This is an optimization exercise on Yosys and OpenROAD, whose aim is small area, a short achievable clock period and few clock cycles, not a production implementation.
The RTL was checked by simulation tests, not by an equivalence proof against the original design.
Power and IR drop assume default switching activity.

==> design/flow/design.v <==
package lpmr_pkg;
  localparam int LEN_W  = 7;
  localparam int BYTE_W = 8;
  typedef enum logic {
    REQ_WRITE = 1'b0,
    REQ_READ  = 1'b1
  } req_kind_t;
  typedef enum logic [2:0] {
    ST_WRITE_OK       = 3'd0,
    ST_WRITE_FULL     = 3'd1,
    ST_READ_OK        = 3'd2,
    ST_READ_EMPTY     = 3'd3,
    ST_READ_TOO_SMALL = 3'd4
  } status_t;
  typedef struct packed {
    req_kind_t          req_type;
    logic               first;
    logic               last;
    logic [LEN_W-1:0]   msg_len;
    logic [BYTE_W-1:0]  data_byte;
    logic [BYTE_W-1:0]  read_capacity;
  } req_t;
  typedef struct packed {
    status_t            status;
    logic [LEN_W-1:0]   out_len;
    logic [BYTE_W-1:0]  out_byte;
    logic               byte_valid;
    logic               last_out;
  } result_t;
endpackage
module lpmr_ram #(
  parameter int WIDTH = 8,
  parameter int DEPTH = 1024
) (
  input  logic                     clk,
  input  logic                     we,
  input  logic [$clog2(DEPTH)-1:0] waddr,
  input  logic [WIDTH-1:0]         wdata,
  input  logic                     re,
  input  logic [$clog2(DEPTH)-1:0] raddr,
  output logic [WIDTH-1:0]         rdata
);
  logic [WIDTH-1:0] mem [DEPTH];
  always_ff @(posedge clk) begin
    if (we) begin
      mem[waddr] <= wdata;
    end
    if (re) begin
      rdata <= mem[raddr];
    end
  end
endmodule
module lpmr_wr #(
  parameter int RING_BYTES    = 1024,
  parameter int HEADER_BYTES  = 8,
  parameter int MAX_MSG_BYTES = 64
) (
  input  logic                          clk,
  input  logic                          rst,
  input  logic                          go,
  input  lpmr_pkg::req_t                req,
  input  logic [$clog2(RING_BYTES)-1:0] head,
  output logic [$clog2(RING_BYTES)-1:0] tail,
  output logic                          busy,
  output logic                          we,
  output logic [$clog2(RING_BYTES)-1:0] waddr,
  output logic [7:0]                    wdata,
  output lpmr_pkg::result_t             res,
  output logic                          res_valid
);
  localparam int AW  = $clog2(RING_BYTES);
  localparam int FW  = AW + 1;
  localparam int CW  = (FW > 8) ? FW : 8;
  localparam int HCW = $clog2(HEADER_BYTES + 1);
  localparam logic [lpmr_pkg::LEN_W-1:0] MAXL = lpmr_pkg::LEN_W'(MAX_MSG_BYTES);
  typedef enum logic [1:0] {
    W_IDLE   = 2'b01,
    W_COMMIT = 2'b10
  } wstate_t;
  wstate_t            state;
  logic [AW-1:0]      wptr;
  logic [AW-1:0]      cptr;
  logic               wopen;
  logic               wrefused;
  logic [lpmr_pkg::LEN_W-1:0]   brecv;
  logic [lpmr_pkg::LEN_W-1:0]   decl;
  logic [HCW-1:0]     cnt;
  logic [FW-1:0]      sum_h;
  logic [AW-1:0]      tail_h;
  logic [FW-1:0]      free_sp;
  logic [CW-1:0]      need;
  logic               refuse_f;
  logic               open_e;
  logic               refused_e;
  logic [lpmr_pkg::LEN_W-1:0]   br_e;
  logic [lpmr_pkg::LEN_W-1:0]   decl_e;
  logic [AW-1:0]      wptr_e;
  logic               store;
  function automatic logic [AW-1:0] ptr_inc(input logic [AW-1:0] p);
    if (p == AW'(RING_BYTES - 1)) ptr_inc = '0;
    else                          ptr_inc = p + AW'(1);
  endfunction
  always_comb begin
    sum_h  = {1'b0, tail} + FW'(HEADER_BYTES);
    tail_h = (sum_h >= FW'(RING_BYTES)) ? AW'(sum_h - FW'(RING_BYTES)) : sum_h[AW-1:0];
    if (head <= tail) free_sp = FW'(RING_BYTES) - ({1'b0, tail} - {1'b0, head});
    else              free_sp = {1'b0, head} - {1'b0, tail};
    need     = CW'(HEADER_BYTES) + CW'(req.msg_len);
    refuse_f = (req.msg_len > MAXL) || (need >= CW'(free_sp));
  end
  always_comb begin
    open_e    = req.first | wopen;
    refused_e = req.first ? refuse_f : wrefused;
    br_e      = req.first ? '0 : brecv;
    decl_e    = req.first ? req.msg_len : decl;
    wptr_e    = req.first ? tail_h : wptr;
    store     = go && (state == W_IDLE) && open_e && !refused_e && (br_e < decl_e);
  end
  always_comb begin
    if (state == W_COMMIT) begin
      we    = 1'b1;
      waddr = cptr;
      wdata = (cnt == '0) ? {1'b0, brecv} : 8'h00;
    end else begin
      we    = store;
      waddr = wptr_e;
      wdata = req.data_byte;
    end
  end
  assign busy = (state == W_COMMIT);
  always_ff @(posedge clk) begin
    if (rst) begin
      state     <= W_IDLE;
      tail      <= '0;
      wptr      <= '0;
      wopen     <= 1'b0;
      wrefused  <= 1'b0;
      brecv     <= '0;
      decl      <= '0;
      res_valid <= 1'b0;
    end else begin
      res_valid <= 1'b0;
      unique case (state)
        W_IDLE: begin
          if (go && open_e) begin
            wopen    <= 1'b1;
            wrefused <= refused_e;
            decl     <= decl_e;
            wptr     <= store ? ptr_inc(wptr_e) : wptr_e;
            brecv    <= br_e + lpmr_pkg::LEN_W'(store);
            if (req.last) begin
              if (refused_e) begin
                res.status     <= lpmr_pkg::ST_WRITE_FULL;
                res.out_len    <= decl_e;
                res.out_byte   <= '0;
                res.byte_valid <= 1'b0;
                res.last_out   <= 1'b1;
                res_valid      <= 1'b1;
                wopen          <= 1'b0;
                wrefused       <= 1'b0;
              end else begin
                state <= W_COMMIT;
                cptr  <= tail;
                cnt   <= '0;
              end
            end
          end
        end
        W_COMMIT: begin
          cptr <= ptr_inc(cptr);
          cnt  <= cnt + HCW'(1);
          if (cnt == HCW'(HEADER_BYTES - 1)) begin
            tail           <= wptr;
            wopen          <= 1'b0;
            res.status     <= lpmr_pkg::ST_WRITE_OK;
            res.out_len    <= brecv;
            res.out_byte   <= '0;
            res.byte_valid <= 1'b0;
            res.last_out   <= 1'b1;
            res_valid      <= 1'b1;
            state          <= W_IDLE;
          end
        end
        default: state <= W_IDLE;
      endcase
    end
  end
endmodule
module lpmr_rd #(
  parameter int RING_BYTES    = 1024,
  parameter int HEADER_BYTES  = 8,
  parameter int MAX_MSG_BYTES = 64
) (
  input  logic                          clk,
  input  logic                          rst,
  input  logic                          go,
  input  logic [7:0]                    capacity,
  input  logic [$clog2(RING_BYTES)-1:0] tail,
  output logic [$clog2(RING_BYTES)-1:0] head,
  output logic                          busy,
  output logic                          re,
  output logic [$clog2(RING_BYTES)-1:0] raddr,
  input  logic [7:0]                    rdata,
  output lpmr_pkg::result_t             res,
  output logic                          res_valid
);
  localparam int AW  = $clog2(RING_BYTES);
  localparam int HCW = $clog2(HEADER_BYTES + 1);
  localparam logic [lpmr_pkg::LEN_W-1:0] MAXL = lpmr_pkg::LEN_W'(MAX_MSG_BYTES);
  typedef enum logic [4:0] {
    R_IDLE   = 5'b00001,
    R_HDR    = 5'b00010,
    R_HWAIT  = 5'b00100,
    R_STREAM = 5'b01000,
    R_DRAIN  = 5'b10000
  } rstate_t;
  rstate_t           state;
  logic [AW-1:0]     rptr;
  logic [HCW-1:0]    hcnt;
  logic [lpmr_pkg::LEN_W-1:0]  scnt;
  logic [lpmr_pkg::LEN_W-1:0]  len;
  logic [7:0]        cap;
  logic [7:0]        len_lo;
  logic              upper_nz;
  logic              hdr_first;
  logic              rvld;
  logic              rlast;
  logic [7:0]        lo_full;
  logic              up_full;
  logic [lpmr_pkg::LEN_W-1:0]  len_c;
  logic              stream_end;
  function automatic logic [AW-1:0] ptr_inc(input logic [AW-1:0] p);
    if (p == AW'(RING_BYTES - 1)) ptr_inc = '0;
    else                          ptr_inc = p + AW'(1);
  endfunction
  always_comb begin
    lo_full = hdr_first ? rdata : len_lo;
    up_full = upper_nz | (!hdr_first && (rdata != 8'h00));
    len_c   = (up_full || (lo_full > {1'b0, MAXL})) ? MAXL : lo_full[lpmr_pkg::LEN_W-1:0];
  end
  assign stream_end = (scnt == len - lpmr_pkg::LEN_W'(1));
  assign re         = (state == R_HDR) || (state == R_STREAM);
  assign raddr      = rptr;
  assign busy       = (state != R_IDLE);
  always_ff @(posedge clk) begin
    if (rst) begin
      state     <= R_IDLE;
      head      <= '0;
      rvld      <= 1'b0;
      res_valid <= 1'b0;
    end else begin
      res_valid <= 1'b0;
      rvld      <= re;
      rlast     <= (state == R_STREAM) && stream_end;
      unique case (state)
        R_IDLE: begin
          if (go) begin
            if (head == tail) begin
              res.status     <= lpmr_pkg::ST_READ_EMPTY;
              res.out_len    <= '0;
              res.out_byte   <= '0;
              res.byte_valid <= 1'b0;
              res.last_out   <= 1'b1;
              res_valid      <= 1'b1;
            end else begin
              state     <= R_HDR;
              rptr      <= head;
              hcnt      <= '0;
              cap       <= capacity;
              hdr_first <= 1'b1;
              upper_nz  <= 1'b0;
            end
          end
        end
        R_HDR: begin
          rptr <= ptr_inc(rptr);
          hcnt <= hcnt + HCW'(1);
          if (rvld) begin
            if (hdr_first) begin
              len_lo    <= rdata;
              hdr_first <= 1'b0;
            end else begin
              upper_nz <= upper_nz | (rdata != 8'h00);
            end
          end
          if (hcnt == HCW'(HEADER_BYTES - 1)) begin
            state <= R_HWAIT;
          end
        end
        R_HWAIT: begin
          if (cap < {1'b0, len_c}) begin
            res.status     <= lpmr_pkg::ST_READ_TOO_SMALL;
            res.out_len    <= len_c;
            res.out_byte   <= '0;
            res.byte_valid <= 1'b0;
            res.last_out   <= 1'b1;
            res_valid      <= 1'b1;
            state          <= R_IDLE;
          end else if (len_c == '0) begin
            res.status     <= lpmr_pkg::ST_READ_OK;
            res.out_len    <= '0;
            res.out_byte   <= '0;
            res.byte_valid <= 1'b0;
            res.last_out   <= 1'b1;
            res_valid      <= 1'b1;
            head           <= rptr;
            state          <= R_IDLE;
          end else begin
            len   <= len_c;
            scnt  <= '0;
            state <= R_STREAM;
          end
        end
        R_STREAM: begin
          rptr <= ptr_inc(rptr);
          scnt <= scnt + lpmr_pkg::LEN_W'(1);
          if (stream_end) begin
            head  <= ptr_inc(rptr);
            state <= R_DRAIN;
          end
        end
        R_DRAIN: begin
          state <= R_IDLE;
        end
        default: state <= R_IDLE;
      endcase
      if (((state == R_STREAM) || (state == R_DRAIN)) && rvld) begin
        res.status     <= lpmr_pkg::ST_READ_OK;
        res.out_len    <= len;
        res.out_byte   <= rdata;
        res.byte_valid <= 1'b1;
        res.last_out   <= rlast;
        res_valid      <= 1'b1;
      end
    end
  end
endmodule
module length_prefixed_message_ring #(
  parameter int RING_BYTES    = 1024,
  parameter int HEADER_BYTES  = 8,
  parameter int MAX_MSG_BYTES = 64
) (
  input  logic              clk,
  input  logic              rst,
  input  logic              start,
  input  lpmr_pkg::req_t    req,
  output logic              busy,
  output logic              result_valid,
  output lpmr_pkg::result_t result
);
  localparam int AW = $clog2(RING_BYTES);
  logic          accept;
  logic          wr_go;
  logic          rd_go;
  logic          wr_busy;
  logic          rd_busy;
  logic [AW-1:0] head;
  logic [AW-1:0] tail;
  logic          we;
  logic [AW-1:0] waddr;
  logic [7:0]    wdata;
  logic          re;
  logic [AW-1:0] raddr;
  logic [7:0]    rdata;
  lpmr_pkg::result_t wr_res;
  lpmr_pkg::result_t rd_res;
  logic          wr_valid;
  logic          rd_valid;
  assign accept = start && !busy;
  assign wr_go  = accept && (req.req_type == lpmr_pkg::REQ_WRITE);
  assign rd_go  = accept && (req.req_type == lpmr_pkg::REQ_READ);
  assign busy   = wr_busy | rd_busy;
  lpmr_ram #(
    .WIDTH (8),
    .DEPTH (RING_BYTES)
  ) u_ram (
    .clk   (clk),
    .we    (we),
    .waddr (waddr),
    .wdata (wdata),
    .re    (re),
    .raddr (raddr),
    .rdata (rdata)
  );
  lpmr_wr #(
    .RING_BYTES    (RING_BYTES),
    .HEADER_BYTES  (HEADER_BYTES),
    .MAX_MSG_BYTES (MAX_MSG_BYTES)
  ) u_wr (
    .clk       (clk),
    .rst       (rst),
    .go        (wr_go),
    .req       (req),
    .head      (head),
    .tail      (tail),
    .busy      (wr_busy),
    .we        (we),
    .waddr     (waddr),
    .wdata     (wdata),
    .res       (wr_res),
    .res_valid (wr_valid)
  );
  lpmr_rd #(
    .RING_BYTES    (RING_BYTES),
    .HEADER_BYTES  (HEADER_BYTES),
    .MAX_MSG_BYTES (MAX_MSG_BYTES)
  ) u_rd (
    .clk       (clk),
    .rst       (rst),
    .go        (rd_go),
    .capacity  (req.read_capacity),
    .tail      (tail),
    .head      (head),
    .busy      (rd_busy),
    .re        (re),
    .raddr     (raddr),
    .rdata     (rdata),
    .res       (rd_res),
    .res_valid (rd_valid)
  );
  assign result_valid = wr_valid | rd_valid;
  assign result       = rd_valid ? rd_res : wr_res;
endmodule
module lpmr_top (
  input  logic       clk,
  input  logic       rst,
  input  logic       start,
  input  logic       req_type,
  input  logic       first,
  input  logic       last,
  input  logic [6:0] msg_len,
  input  logic [7:0] data_byte,
  input  logic [7:0] read_capacity,
  output logic       busy,
  output logic       result_valid,
  output logic [2:0] status,
  output logic [6:0] out_len,
  output logic [7:0] out_byte,
  output logic       byte_valid,
  output logic       last_out
);
  lpmr_pkg::req_t    req;
  lpmr_pkg::result_t result;
  assign req.req_type      = lpmr_pkg::req_kind_t'(req_type);
  assign req.first         = first;
  assign req.last          = last;
  assign req.msg_len       = msg_len;
  assign req.data_byte     = data_byte;
  assign req.read_capacity = read_capacity;
  length_prefixed_message_ring #(
    .RING_BYTES    (512),
    .HEADER_BYTES  (8),
    .MAX_MSG_BYTES (64)
  ) u_ring (
    .clk          (clk),
    .rst          (rst),
    .start        (start),
    .req          (req),
    .busy         (busy),
    .result_valid (result_valid),
    .result       (result)
  );
  assign status     = result.status;
  assign out_len    = result.out_len;
  assign out_byte   = result.out_byte;
  assign byte_valid = result.byte_valid;
  assign last_out   = result.last_out;
endmodule
==> design/flow/run.sh <==
#!/bin/bash
# synth_recipe.tcl (not shown) runs the flow's synth.tcl, then flattens the netlist and writes it again
# the make line also repeats each setting of config.mk as NAME=value (left out here)
make -C /OpenROAD-flow-scripts/flow DESIGN_CONFIG=/design/flow/config.mk WORK_HOME=/design/flow/orfs CLKGATE_MAP_FILE= SYNTH_SCRIPT=/design/flow/synth_recipe.tcl finish
==> design/flow/config.mk <==
export PLATFORM = sky130hd
export DESIGN_NAME = lpmr_top
export DESIGN_NICKNAME = lpmr_top
export VERILOG_FILES = /design/flow/design.v
export SDC_FILE = /design/flow/constraint.sdc
export NUM_CORES = 4
export LEC_CHECK = 0
export CAP_MARGIN = 20
export CORE_MARGIN = 2
export CORE_UTILIZATION = 40
export SLEW_MARGIN = 20
==> design/flow/constraint.sdc <==
create_clock -name core_clock -period 8.0 [get_ports {clk}]
set_input_delay 1.6000 -clock core_clock [delete_from_list [all_inputs] [get_ports {clk}]]
set_output_delay 1.6000 -clock core_clock [all_outputs]
set_load 0.01 [all_outputs]
==> run summary <==
==> report_power, final <==
| group | leakage [uW] | internal (uW) | switching, uW |
|---|---|---|---|
| clock network | 0.00673 | 11500 | 8580 |
| registers | 0.0381 | 24500 | 24.1 |
| logic | 0.0142 | 361 | 1440 |
| total | 0.0591 | 36300 | 10000 |
==> final cells by class <==
type	instances	area, um^2	share of cell area [%]
diodes	23	57.6	0.0299
clock buffers	488	10800	5.63
clock inverters	282	3040	1.58
inverters	55	224	0.116
multi-input cells	3893	40100	20.8
flip-flops and latches	4244	127000	65.9
well taps	5640	7060	3.66
repair buffers	455	4330	2.25
==> worst register-to-register path, delay by kind of cell (launching register included) <==
family	cells	cell delay (ns)
buffers and inverters	4	1.02
XOR/XNOR	1	0.20
AND/OR/NAND/NOR	4	1.47
adder cells (fa/ha/maj)	2	0.64
AO/OA/AOI/OAI	9	2.13
flip-flops	1	0.35
==> kinds of logic (layout without fill, tap and decap cells) <==
kind of cell,after synthesis,count (layout)
fa+ha+maj,47,47
simple gates,1295,1295
compound gates,1052,1052
other cells,0,23
buf+inv,649,1280
flops,4244,4244
mux,1456,1456
xor+xnor,43,43
==> final timing paths <==
kind	cells after the start	endpoint	from
min	2	u_ring.u_wr.tail[7]	u_ring.u_wr.wptr[7]
min reg2reg	2	u_ring.u_wr.tail[7]	u_ring.u_wr.wptr[7]
max	14	u_ring.u_ram.mem[491][7]	first
max reg2reg	20	u_ring.u_ram.mem[491][7]	u_ring.u_wr.tail[1]
==> per-layer routing <==
layer  global-route usage, %  wire length, um  vias to the layer above
met5                       0              152                        -
li1                        -                -                    37100
met4                    10.8            25800                       22
met1                    32.7           202000                    49200
met3                    5.87            58000                     1025
met2                    37.0           242000                     6150
==> state kept, by name, indices dropped and copies added (netlist names), 8 cells and up <==
signal / count
u_ring.u_ram.mem: 4096
u_ring.u_rd.res: 20
u_ring.u_rd.head: 9
u_ring.u_rd.rptr: 9
u_ring.u_wr.cptr: 9
u_ring.u_wr.tail: 9
u_ring.u_wr.wptr: 9
u_ring.u_ram.rdata: 8
u_ring.u_rd.cap: 8
u_ring.u_rd.len_lo: 8
u_ring.u_wr.res: 8
==> cell usage in the layout (no fill, tap or decap), types with 54 or more instances in the layout <==
master,n
a21oi_1,221
edfxtp_1,4191
o221ai_1,248
nand2_1,224
bufinv_16,54
o22ai_1,161
mux2i_1,648
o21ai_0,121
buf_12,62
nor3_1,473
clkbuf_1,63
clkbuf_16,423
nor3_2,162
nand3_1,81
clkinv_2,69
nor2_1,148
buf_4,322
mux4_2,775
clkinv_1,94
==> per-stage QoR <==
step | total power [uW] | std cells | TNS [ns] | hold WS [ns]
2_1_floorplan | 25900 | 8786 | -1834.53 | 0.439
3_3_place_gp | 26700 | 14300 | 0 | 0.451
3_5_place_dp | 26700 | 14300 | 0 | 0.458
4_1_cts | 46500 | 15000 | 0 | 0.450
5_1_grt | 47400 | 15100 | 0 | 0.481
6_report | 46400 | 15100 | 0 | 0.464
==> results_dict.tcl <==
set metrics [dict create \
    setup_viol 0 \
    synth-compound-area-share_pct 4.31 \
    vias 93500 \
    fin_crit_ns 6.25 \
    drc_errors 0 \
    status "timing/DRC/antenna clean" \
    worst_slew_pin_slew_ns 1.26 \
    maxSlewViolCount 0 \
    rows 238 \
    grt_overflow 0 \
    worstPathArrival_ns 6.85 \
    drtIter0Drc 14600 \
    end_kind "register" \
    layout.nets 9144 \
    pin_count 51 \
    min_path_type "register to register" \
    max_freq_mhz 160 \
    path_cells "clkdlybuf4s50_1, buf_4, mux2i_1, ha_1, a31o_2, a21o_1, a21oi_1, o211ai_1, nor2_2, a21oi_4, buf_8, buf_12, buf_12, nor3_1" \
    io_buffers 50 \
    die_x_um 655 \
    cts_buffers 419 \
    grt_pass1_vias 91100 \
    cp_top_family "buffers and inverters" \
    ys_async_sr_fraction_pct 0 \
    synth_top_area_share_pct 74.3 \
    critPathRequiredTime_ns 8.60 \
    relSlewSlack_pct 13.8 \
    worst_slack_ns 1.75 \
    clock_tree.buffer_depth 4 \
    cpMostUsedCell "buf_12" \
    synth_top_family_by_area "multiplexers" \
    grt_max_degree 185 \
    synth_edf_count 4191 \
    crit_path_max_fanout 87 \
    ctsResizeCount 0 \
    rrSetupSlack_ns 1.82 \
    synthMuxAreaShare_pct 14.4 \
    avgViaCountPerCell 6.20 \
    holdBufCountCts 0 \
    yosys.area_share.simple_pct 3.69 \
    core_area_um2 421000 \
    antenna_found_initial 41 \
    die_y_um 655 \
    post-route-period-util_pct 78.1 \
    synth-main-ff-cell "edfxtp_1" \
    root_buffer "clkbuf_16" \
    syn_inst 8786 \
    post-cts-setup-buffers 0 \
    first_pass_iters 8 \
    ys_seq_elements 4244 \
    synth.most_common_cell "edfxtp_1" \
    criticalPathCategory "input pin to register" \
    path_clk_slew_ns 0.07 \
    yosys-top-cells-area "edfxtp_1 74%, mux4_2 10%, mux2i_1 3.8%" \
    syn-num-nets 8862 \
    ir_drop_v 0.000200 \
    syn-cell-area_um2 169000 \
    drtAntennaViolNets 0 \
    place.gp.congestion 0.907 \
    design_area_um2 193000 \
    fin_util_pct 45.7 \
    place_area_um2 178000 \
    area_growth_pct 13.7 \
    synthAdderAreaFrac_pct 0.352 \
    insertion_delay_ns 1.01 \
    startpoint_type "input pin" \
    cts_tree "yes" \
    final_layout_size_suffix_gt1_share_pct 22.1 \
    track_usage_pct 24.1 \
    htree_levels 5 \
    fillCellCount 35100 \
    dp_hpwl_um 316000 \
    avgSynthCellArea_um2 19.3 \
    synth_warnings 3 \
    powerDensity_nw_per_um2 241 \
    synth.distinct_cells 91 \
    wire_per_inst_um 35.0 \
    grt_pass1_wl_um 733000 \
    max_stage_delay_ns 0.99 \
    pre_cts_ws_ns 0.762 \
    synth.top_cells.by_count "4,191 x edfxtp_1, 775 x mux4_2, 648 x mux2i_1, 635 x nor3_1, 274 x clkbuf_1" \
    ys_seq_area_share_pct 74.9 \
    dieArea_um2 429000 \
    yosys.area.top_type "edfxtp_1" \
    cts.sinks 4244 \
    critPathBufInv 5 \
    final-hold-violation-count 0 \
    routed_wl_um 528000 \
    leakage_uw 0.0591 \
    cap_violations 0 \
    rsz0062_at_grt "no" \
    fin_skew_ns 0.0424 \
    initial_core_util_pct 40.2 \
    synth-xor-area-share_pct 0.222 \
    crit_slowest_cell "nor3_1" \
]
Testbench counts, summed over its fixed seeds: cycles 46,374.

re-timing with driven ports:
How much do the figures lean on ideal ports? The routed layout below was timed once more, with nothing changed but the port constraints.
Step 1 (the two cells are an assumption about what drives the block):
set clk [get_ports {clk}]
set_driving_cell -lib_cell sky130_fd_sc_hd__clkbuf_16 $clk
set_driving_cell -lib_cell sky130_fd_sc_hd__buf_2 [delete_from_list [all_inputs] $clk]
Step 2 moves the port delays by t, midway between the first and last clock arrival at a register: inputs arrive t later, outputs are due t later. That takes back most of the time a late clock gives input paths.
Slacks: ideal ports / drivers / drivers and shift; pairs: ideal ports / drivers.
t (ns): 1.091
setup slack, ns: 1.749 / 1.824 / 0.747
worst slew at a driven data input, ns: 0.04
After both steps setup and hold are still met in this run. The setup slack of this run moves by +0.075 ns with the drivers and by -1.002 ns with both steps.
